From an optimization exercise on the open Yosys and OpenROAD flow, aimed at small area and a short achievable clock period; shortcuts taken in it are not production practice.
At most, simulation tests tie the RTL to the original design; equivalence was not proved.
Power is estimated from default activity; no workload was simulated.

== run A ==
==> flow/design.v (excerpt) <==
module data_mem_ctrl
#(
  parameter int ADDR_W  = 8,
  parameter int LATENCY = 2
) (
  input  logic                   CLK,
  input  logic                   Reset,
  input  logic                   MemReq,
  input  logic                   MemWrite,
  input  logic [ADDR_W-1:0]      Addr,
  input  logic [dmem_pkg::DMEM_DATA_W-1:0] DataIn,
  output logic [dmem_pkg::DMEM_DATA_W-1:0] DataMemOut,
  output logic                   MemBusy,
  output logic                   MemDone
);
  localparam int DW    = dmem_pkg::DMEM_DATA_W;
  localparam int RINGS = 2**ADDR_W / 4;       
  localparam int NTAP  = 2**ADDR_W / 2;       
  if (LATENCY != 2) begin : g_lat_check
    $error("data_mem_ctrl: this implementation supports LATENCY = 2 only");
  end
  logic          busy_q, s0_q, s1_q, done_q;
  logic          busy_out_q;     
  logic          busy_la_q;      
  logic          accept;
  logic          write_q;
  logic [ADDR_W-1:0] addr_q;
  logic [DW-1:0] wdata_q;
  logic [DW-1:0] dout_q;
  logic [1:0]    phase_q;
  logic [1:0]    phase_nx;       
  logic          wb_valid_q;
  logic [ADDR_W-1:0] wb_addr_q;
  logic [DW-1:0] wb_data_q;
  logic [NTAP*DW-1:0] taps;      
  assign accept   = ~busy_q & MemReq;
  assign phase_nx = phase_q + 2'd1;
  ...
Size: ~2300 flip-flops, about 30 I/O pins, about 58000 um2 of cells after synthesis.
clock: 4.0 ns
lec_check: 0
cap_margin: 50
core_margin: 2
core_utilization: 75
cts_cluster_diameter: 60
cts_cluster_size: 30
place_density: 0.75
setup_slack_margin: 2.0
slew_margin: 60
synth_hierarchical: 1
synth_minimum_keep_size: 0
standard.sh (not shown) runs the stock make flow with config.mk's settings and CLKGATE_MAP_FILE= SYNTH_SCRIPT=/design/flow/synth_recipe.tcl, a recipe that flattens the netlist after the stock synthesis.
==> flow/flow/run.sh <==
#!/bin/bash
# Own flow: the standard synthesis unchanged, then the standard layout steps
# with the delay cells (dlygate*, clkdlybuf*) added to the don't-use list so
# that the resizer does not pick them as port or signal buffers.
set -euo pipefail
PLATFORM_DONT_USE="sky130_fd_sc_hd__probe_p_8 sky130_fd_sc_hd__probec_p_8 sky130_fd_sc_hd__lpflow_bleeder_1 sky130_fd_sc_hd__lpflow_clkbufkapwr_1 sky130_fd_sc_hd__lpflow_clkbufkapwr_16 sky130_fd_sc_hd__lpflow_clkbufkapwr_2 sky130_fd_sc_hd__lpflow_clkbufkapwr_4 sky130_fd_sc_hd__lpflow_clkbufkapwr_8 sky130_fd_sc_hd__lpflow_clkinvkapwr_1 sky130_fd_sc_hd__lpflow_clkinvkapwr_16 sky130_fd_sc_hd__lpflow_clkinvkapwr_2 sky130_fd_sc_hd__lpflow_clkinvkapwr_4 sky130_fd_sc_hd__lpflow_clkinvkapwr_8 sky130_fd_sc_hd__lpflow_decapkapwr_12 sky130_fd_sc_hd__lpflow_decapkapwr_3 sky130_fd_sc_hd__lpflow_decapkapwr_4 sky130_fd_sc_hd__lpflow_decapkapwr_6 sky130_fd_sc_hd__lpflow_decapkapwr_8 sky130_fd_sc_hd__lpflow_inputiso0n_1 sky130_fd_sc_hd__lpflow_inputiso0p_1 sky130_fd_sc_hd__lpflow_inputiso1n_1 sky130_fd_sc_hd__lpflow_inputiso1p_1 sky130_fd_sc_hd__lpflow_inputisolatch_1 sky130_fd_sc_hd__lpflow_isobufsrc_1 sky130_fd_sc_hd__lpflow_isobufsrc_16 sky130_fd_sc_hd__lpflow_isobufsrc_2 sky130_fd_sc_hd__lpflow_isobufsrc_4 sky130_fd_sc_hd__lpflow_isobufsrc_8 sky130_fd_sc_hd__lpflow_isobufsrckapwr_16 sky130_fd_sc_hd__lpflow_lsbuf_lh_hl_isowell_tap_1 sky130_fd_sc_hd__lpflow_lsbuf_lh_hl_isowell_tap_2 sky130_fd_sc_hd__lpflow_lsbuf_lh_hl_isowell_tap_4 sky130_fd_sc_hd__lpflow_lsbuf_lh_isowell_4 sky130_fd_sc_hd__lpflow_lsbuf_lh_isowell_tap_1 sky130_fd_sc_hd__lpflow_lsbuf_lh_isowell_tap_2 sky130_fd_sc_hd__lpflow_lsbuf_lh_isowell_tap_4 "
EXTRA_DONT_USE="sky130_fd_sc_hd__dlygate4sd1_1 sky130_fd_sc_hd__dlygate4sd2_1 sky130_fd_sc_hd__dlygate4sd3_1 sky130_fd_sc_hd__dlymetal6s2s_1 sky130_fd_sc_hd__dlymetal6s4s_1 sky130_fd_sc_hd__dlymetal6s6s_1 sky130_fd_sc_hd__clkdlybuf4s15_1 sky130_fd_sc_hd__clkdlybuf4s15_2 sky130_fd_sc_hd__clkdlybuf4s18_1 sky130_fd_sc_hd__clkdlybuf4s18_2 sky130_fd_sc_hd__clkdlybuf4s25_1 sky130_fd_sc_hd__clkdlybuf4s25_2 sky130_fd_sc_hd__clkdlybuf4s50_1 sky130_fd_sc_hd__clkdlybuf4s50_2"
bash standard.sh synth > synth.log 2>&1
bash standard.sh "DONT_USE_CELLS=$PLATFORM_DONT_USE $EXTRA_DONT_USE" finish > layout.log 2>&1
Inputs modified between run A and run B:
Settings: changing SLEW_MARGIN from 60 to 70.
Results
- Setup slack: run B more than run A
- met2 track demand over resource across run A and run B: no real change.
- In run B, the global-route usage came out 0.15 points above the value in run A.
- | combinational power | run B vs run A | about 6% higher |
- Changes observed in run B relative to run A: summed area of non-filler cells in the final layout now larger, final clock period utilization by the worst path now smaller.
- Run B vs. run A: post-detailed-placement cell area higher; measured slew at the worst slew-check pin lower.
- Wire length ends up higher on run B.
Setup changes, run B to run C
Settings: SETUP_SLACK_MARGIN changed from 2.0 to 2.15.
### Flow results
- Run C: flow completed, timing, DRC and antenna clean
- Run B vs run C, source of the critical timing path: sline_q[49] vs addr_q[1]
- Side by side, routing usage on met3 turned out higher in run C than in run B.
- Static leakage power: run C worse than run B
- Met2 global-route usage: run C vs run B down 0.34 points
- On run C: area added between synthesis and finish is 1.3 points higher than what run B gave.
- Power: higher on run C
- Between run B and run C, the final setup violation count does not differ in any meaningful way.
- Run B → run C: async set-or-reset flop fraction in the synthesized netlist barely changed; number of clock buffers inserted by TritonCTS climbed 1; sequential cell fraction of total power dropped 0.3 points; final area climbed 730 um2.
#### Input delta (run D over run C)
Settings: an added CTS_BUF_LIST of sky130_fd_sc_hd__clkbuf_8 sky130_fd_sc_hd__clkbuf_16; a change of SETUP_SLACK_MARGIN from 2.15 to 2.0.
==> results.txt <==
- Run C leaves less setup margin than run D.
- Clock period minus final worst setup slack came out lower on run D than on run C.
- In the reports for run C and run D, the smaller tightest slew margin relative to the limit belongs to run C.
- Run D: share of the clock period used by the worst path after layout 0.23 points below run C
- Compared with run C, clock buffer count in run D decreased by a little under 10%.
- For number of ordinary and repair buffers in the finished layout, dividing the value from run C by the value from run D gives 1.18.
- Of run C and run D, run C shows the higher final hold slack, with run D below it.
- Between run C and run D, final-stage net count is higher for run C, run D comes in under that.

* * *

Setup of run 1:
Another version of the RTL of data_mem_ctrl (not shown whole).
Size in the first run: about 4,600 cells after synthesis, ~2,300 flip-flops, ~30 I/O pins.
export LEC_CHECK = 0
export CAP_MARGIN = 50
export CORE_MARGIN = 2
export CORE_UTILIZATION = 82
export CTS_CLUSTER_DIAMETER = 60
export CTS_CLUSTER_SIZE = 30
export PLACE_DENSITY = 0.82
export SETUP_SLACK_MARGIN = 1.7
export SLEW_MARGIN = 70
export SYNTH_HIERARCHICAL = 1
export SYNTH_MINIMUM_KEEP_SIZE = 0
create_clock -name core_clock -period 4.0 [get_ports {CLK}]
Scripts as last shown in full above: flow/flow/run.sh
### run 1 -> run 2
- SETUP_SLACK_MARGIN: 1.7 -> 2.3
- PLACE_DENSITY: 0.82 -> 0.75
- CORE_UTILIZATION: 82 -> 75
==> comparison <==
Compare run 1 and run 2 | number of diodes lower: run 2. Run 2 vs run 1, final cell count without fillers went up by about 3.5%. Run 1 was routed with more vias than run 2.
What run 3 does differently from run 2 at the input level:
- PLACE_DENSITY: 0.75 -> unset
- SLEW_MARGIN: 70 -> 20
- CORE_UTILIZATION: 75 -> 65
- CAP_MARGIN: 50 -> 20
- SETUP_SLACK_MARGIN: 2.3 -> 1.7
Results
Status | run 2 and run 3 | clean
Row final design instance area without fill: run 3 lower / run 2 higher
Taking run 2 as the reference, in run 3 achievable frequency fell by 10%, worst hold slack across all endpoints dropped 100 ps, final weighted congestion of routability-driven global placement fell by about 4.7%.
Total power: run 3 above run 2
Class of the worst hold path: reg -> reg -> run 2, in -> reg -> run 3
busy_q as the critical path startpoint was reported by run 3, and addr_q[1] by run 2.
For run 4, these inputs were changed with respect to run 3:
- CAP_MARGIN changed from 20 to 50
- PLACE_DENSITY newly set to 0.75
- SLEW_MARGIN changed from 20 to 70
- CORE_UTILIZATION changed from 65 to 75
- Changes observed in run 4 relative to run 3: number of placed instances with taps included down 139; met1 layer usage reported by global route up 4.7 points.
- In run 4, initial standard-cell utilization of the core is higher than in run 3.
- [diff] finished layout cell area, run 4 relative to run 3: improvement
- Depth of the worst hold-timing path for run 4 is lower than for run 3.
- Run comparison: run 4 library cell contributing the largest single delay on the critical path sky130_fd_sc_hd__dfxtp_1; run 3 library cell contributing the largest single delay on the critical path sky130_fd_sc_hd__nand2_1
- From run 4 to run 3, netlist area before placement did not move at all.
Here is what was changed in the inputs of run 5 compared with run 4.
- swapping 1.7 for 2.0 in SETUP_SLACK_MARGIN
Notes after the runs:
Run 5 vs run 4 — met2 routed wirelength dropped slightly. Re top fanout value on the critical path: run 4 was lower than run 5. Run 5 ended with more worst setup slack than run 4.

* * *

Another version of the RTL of data_mem_ctrl (not shown whole).
Size: ~4000 cells after synthesis, about 2100 flip-flops, roughly 30 I/O pins.
Settings: LEC_CHECK=0, CAP_MARGIN=20, CORE_MARGIN=2, CORE_UTILIZATION=40, SETUP_SLACK_MARGIN=1.7, SLEW_MARGIN=20; clock period 4.0 ns.
run.sh (not shown) runs the stock make flow with config.mk's settings and CLKGATE_MAP_FILE= SYNTH_SCRIPT=/design/flow/synth_recipe.tcl, a recipe that flattens the netlist after the stock synthesis.
Stock flow here: none of the scripts above is used.
Then changed:
- CORE_UTILIZATION: 40 -> 65
- CTS_CLUSTER_DIAMETER: unset -> 60
- CTS_CLUSTER_SIZE: unset -> 30
- SETUP_SLACK_MARGIN: 1.7 -> unset
Effect: Power came out lower by 12%; die area went down by 38%; routed wire length falls by 5.8%; maximum frequency came out lower by 11%; clock power fell by 25%; setup slack got worse by 0.40 ns; final cell count drops by 16%; worst hold slack improves by 0.021 ns; clock skew falls by 0.018 ns.
Then changed:
- ABC_CLOCK_PERIOD_IN_PS: unset -> 2300
- CTS_CLUSTER_DIAMETER: 60 -> unset
- CTS_CLUSTER_SIZE: 30 -> unset
- SETUP_SLACK_MARGIN: unset -> 1.7
Wire length rose by 5.8%. Sequential share of layout area went down by 6.2 points. Non-clock buffer count rose by 150. Synthesized cell count stays the same.
No functional check of the RTL was part of any run of this note.

## separate check: timing with driven ports
The results above use ideal ports. As a check the final layouts listed here were re-extracted and re-timed, cells and wires unchanged. Step 1, drivers: a clkbuf_16 drives CLK and a buf_2 each remaining input, both assumed. Step 2 also shifts input and output timing later by t, the mid clock arrival at the registers, as if the neighbouring blocks saw the same clock. Three values: ideal, step 1, step 2; two values: the first two.
| run | t, ns | setup WS [ns] | worst data-port slew with drivers (ns) |
|---|---|---|---|
| run A | 0.752 | 1.952 / 1.931 / 1.267 | 0.11 |
| run B | 0.754 | 1.971 / 1.913 / 1.276 | 0.12 |
| run C | 0.752 | 1.953 / 1.907 / 1.322 | 0.11 |
| run D | 0.756 | 1.962 / 1.912 / 1.278 | 0.12 |
| run 1 | 0.758 | 1.664 / 1.664 / 1.615 | 0.13 |
| run 2 | 0.766 | 1.864 / 1.864 / 1.518 | 0.14 |
| run 3 | 0.812 | 1.616 / 1.616 / 1.332 | 0.13 |
| run 4 | 0.759 | 1.763 / 1.690 / 1.416 | 0.14 |
| run 5 | 0.762 | 1.921 / 1.906 / 1.478 | 0.12 |
| the first run of note 3 | 0.891 | 0.856 / 0.861 / -0.029 | 0.07 |
| the second run of note 3 | 0.818 | 0.452 / 0.466 / -0.330 | 0.05 |
| the third run of note 3 | 0.873 | 0.929 / 0.929 / 0.213 | 0.07 |
With both steps, setup timing fails in the first run of note 3 and the second run of note 3, where it was met with ideal ports. The setup slack of the first run of note 3, which loses most, moves by +0.005 ns with the drivers and by -0.885 ns with both steps.
